Source: an optimization exercise on an open RTL-to-GDS flow (aim: small area and a short achievable clock period). Production flows keep margins and buffers that such runs may drop.
RTL that was checked went through simulation tests only; none was proved equivalent to the original.

// layer_blend
module layer_blend #(
    parameter logic [23:0] BG_RGB    = 24'h000000,
    parameter logic        SYNC_IDLE = 1'b1
) (
    input  logic        clk,
    input  logic        rst,
    input  logic [31:0] color_rgba_top,
    input  logic [31:0] color_rgba_mid,
    input  logic [31:0] color_rgba_bot,
    input  logic        bright_in,
    input  logic        hsync_in,
    input  logic        vsync_in,
    output logic [23:0] rgb_out,
    output logic        bright_out,
    output logic        hsync_out,
    output logic        vsync_out
);
For scale: about 1900 cells after synthesis, about 240 flip-flops.
clock: 8.0 ns
lec_check: 0
cap_margin: 20
core_margin: 2
core_utilization: 40
setup_slack_margin: 3.0
slew_margin: 20
standard.sh (not shown) runs the stock make flow with config.mk's settings and CLKGATE_MAP_FILE= SYNTH_SCRIPT=/design/flow/synth_recipe.tcl, a recipe that flattens the netlist after the stock synthesis.
==> flow/flow/run.sh <==
#!/bin/bash
set -euo pipefail
bash standard.sh SYNTH_CANONICALIZE_TCL="$PWD/flow/leafmap.tcl" finish > make.log 2>&1
==> flow/flow/leafmap.tcl <==
# Replace the design's leaf modules (full adders, inverted mux bits) by their cells.
techmap -map [file dirname [info script]]/leafmap.v
hierarchy -check -top $::env(DESIGN_NAME)
==> flow/flow/leafmap.v <==
// Map the design's leaf modules one-to-one onto sky130hd cells.
module lb_fa (input wire a, input wire b, input wire c, output wire s, output wire co);
    sky130_fd_sc_hd__fa_1 _TECHMAP_REPLACE_ (.A(a), .B(b), .CIN(c), .SUM(s), .COUT(co));
endmodule

module lb_ha (input wire a, input wire b, output wire s, output wire co);
    sky130_fd_sc_hd__ha_1 _TECHMAP_REPLACE_ (.A(a), .B(b), .SUM(s), .COUT(co));
endmodule

module lb_han (input wire a, input wire b, output wire s, output wire co);
    sky130_fd_sc_hd__xnor2_1 x (.A(a), .B(b), .Y(s));
    sky130_fd_sc_hd__or2_1 o (.A(a), .B(b), .X(co));
endmodule

module lb_mx (input wire sn, input wire f, input wire s, input wire b, output wire y);
    sky130_fd_sc_hd__o22ai_1 _TECHMAP_REPLACE_ (.A1(sn), .A2(f), .B1(s), .B2(b), .Y(y));
endmodule

module lb_nd (input wire a, input wire b, output wire y);
    sky130_fd_sc_hd__nand2_1 _TECHMAP_REPLACE_ (.A(a), .B(b), .Y(y));
endmodule
Edit:
SETUP_SLACK_MARGIN = 3.5   (was 3.0)
The new run finished with timing, DRC and antenna clean.
Cell count increases by a few percent.
Worst hold slack stays flat.
Design area climbs by a few percent.
Global-route usage increases by 0.59 points.
Function was not checked in any run of this note: the RTL went through the layout flow alone.

========
Setup of lane 1:
Another version of the RTL of layer_blend (not shown whole).
Size in the first run: roughly 2000 cells after synthesis, ~280 flip-flops, roughly 130 I/O pins, roughly 0.021 mm2 of cells after synthesis.
Settings: LEC_CHECK=0, CAP_MARGIN=20, CORE_MARGIN=2, CORE_UTILIZATION=60, CTS_BUF_LIST=sky130_fd_sc_hd__clkbuf_8, CTS_CLUSTER_DIAMETER=60, CTS_CLUSTER_SIZE=20, SETUP_SLACK_MARGIN=4.0, SLEW_MARGIN=20; clock period 8.0 ns.
==> flow/flow/run.sh <==
#!/bin/bash
set -euo pipefail
extra=()
if [[ -f flow/make.args ]]; then
  while IFS= read -r line; do [[ -n "$line" ]] && extra+=("$line"); done < flow/make.args
fi
bash standard.sh SYNTH_CANONICALIZE_TCL="$PWD/flow/leafmap.tcl" "${extra[@]}" finish > make.log 2>&1
==> flow/flow/leafmap.v <==
// Map the design's leaf modules one-to-one onto sky130hd cells.
module lb_fa (input wire a, input wire b, input wire c, output wire s, output wire co);
    sky130_fd_sc_hd__fa_1 _TECHMAP_REPLACE_ (.A(a), .B(b), .CIN(c), .SUM(s), .COUT(co));
endmodule

module lb_ha (input wire a, input wire b, output wire s, output wire co);
    sky130_fd_sc_hd__ha_1 _TECHMAP_REPLACE_ (.A(a), .B(b), .SUM(s), .COUT(co));
endmodule

module lb_han (input wire a, input wire b, output wire s, output wire co);
    sky130_fd_sc_hd__xnor2_1 x (.A(a), .B(b), .Y(s));
    sky130_fd_sc_hd__or2_1 o (.A(a), .B(b), .X(co));
endmodule

module lb_mx (input wire sn, input wire f, input wire s, input wire b, output wire y);
    sky130_fd_sc_hd__o22ai_1 _TECHMAP_REPLACE_ (.A1(sn), .A2(f), .B1(s), .B2(b), .Y(y));
endmodule

module lb_nd (input wire a, input wire b, output wire y);
    sky130_fd_sc_hd__nand2_1 _TECHMAP_REPLACE_ (.A(a), .B(b), .Y(y));
endmodule

module lb_a21oi (input wire a1, input wire a2, input wire b1, output wire y);
    sky130_fd_sc_hd__a21oi_1 _TECHMAP_REPLACE_ (.A1(a1), .A2(a2), .B1(b1), .Y(y));
endmodule

module lb_o21ai (input wire a1, input wire a2, input wire b1, output wire y);
    sky130_fd_sc_hd__o21ai_0 _TECHMAP_REPLACE_ (.A1(a1), .A2(a2), .B1(b1), .Y(y));
endmodule

module lb_nand2 (input wire a, input wire b, output wire y);
    sky130_fd_sc_hd__nand2_1 _TECHMAP_REPLACE_ (.A(a), .B(b), .Y(y));
endmodule

module lb_nor2 (input wire a, input wire b, output wire y);
    sky130_fd_sc_hd__nor2_1 _TECHMAP_REPLACE_ (.A(a), .B(b), .Y(y));
endmodule

module lb_inv (input wire a, output wire y);
    sky130_fd_sc_hd__inv_1 _TECHMAP_REPLACE_ (.A(a), .Y(y));
endmodule

module lb_xor2 (input wire a, input wire b, output wire y);
    sky130_fd_sc_hd__xor2_1 _TECHMAP_REPLACE_ (.A(a), .B(b), .X(y));
endmodule

module lb_xnor2 (input wire a, input wire b, output wire y);
    sky130_fd_sc_hd__xnor2_1 _TECHMAP_REPLACE_ (.A(a), .B(b), .Y(y));
endmodule

module lb_maj (input wire a, input wire b, input wire c, output wire y);
    sky130_fd_sc_hd__maj3_1 _TECHMAP_REPLACE_ (.A(a), .B(b), .C(c), .X(y));
endmodule
==> flow/flow/make.args <==
BUFFER_PORTS_ARGS=-buffer_cell sky130_fd_sc_hd__buf_1
Scripts as last shown in full above: flow/flow/leafmap.tcl
Setup changes, lane 1 to lane 2
--- a/flow/config.mk
+++ b/flow/config.mk
@@ -13,3 +13,3 @@
 export CTS_CLUSTER_SIZE = 20
-export SETUP_SLACK_MARGIN = 4.0
+export SETUP_SLACK_MARGIN = 4.15
 export SLEW_MARGIN = 20
Notes after the runs:
Lane 2 completed; timing, DRC and antenna clean
Going from lane 1 to lane 2, the non-clock buffer count was found to have gone up by about 15%.
Comparing lane 2 with lane 1, the synthesized instance count came out essentially unchanged.
Lane 1 ended up with fewer cell instances than lane 2 did.
When the final numbers for lane 1 and lane 2 were put side by side, the multi-input logic area turned out to be greater in lane 2.

## static timing again, ports no longer ideal
How much do the figures lean on ideal ports? The routed layouts below were timed once more, with nothing changed but the port constraints. Step 1 (the two cells are an assumption about what drives the block):
set clk [get_ports {clk}]
set_driving_cell -lib_cell sky130_fd_sc_hd__clkbuf_16 $clk
set_driving_cell -lib_cell sky130_fd_sc_hd__buf_2 [delete_from_list [all_inputs] $clk]
Step 2 adds t to the input delays and takes it off the output delays; t is the mean of the earliest and latest rising clock arrival at the registers after step 1. Input paths then give back, and output paths get back, about the clock's delay inside the block. a / b / c = no drivers / after step 1 / after step 2; a / b = the first two.
run	t (ns)	slack for setup (ns)	worst setup path after step 2	worst register clock-pin slew, ns	pins driven straight from the clock port
the first run of note 1	0.615	3.140 / 3.171 / 2.557	input to register	0.06 / 0.06	1
the second run of note 1	0.604	3.534 / 3.534 / 3.084	input to register	0.06 / 0.06	1
lane 1	0.682	4.068 / 4.057 / 3.640	input to register	0.11 / 0.11	1
lane 2	0.683	4.128 / 4.099 / 3.632	input to register	0.11 / 0.11	1
After both steps setup and hold are still met in every run listed. For the first run of note 1, which loses most, drivers alone change the setup slack by +0.031 ns; drivers and shift together by -0.583 ns.
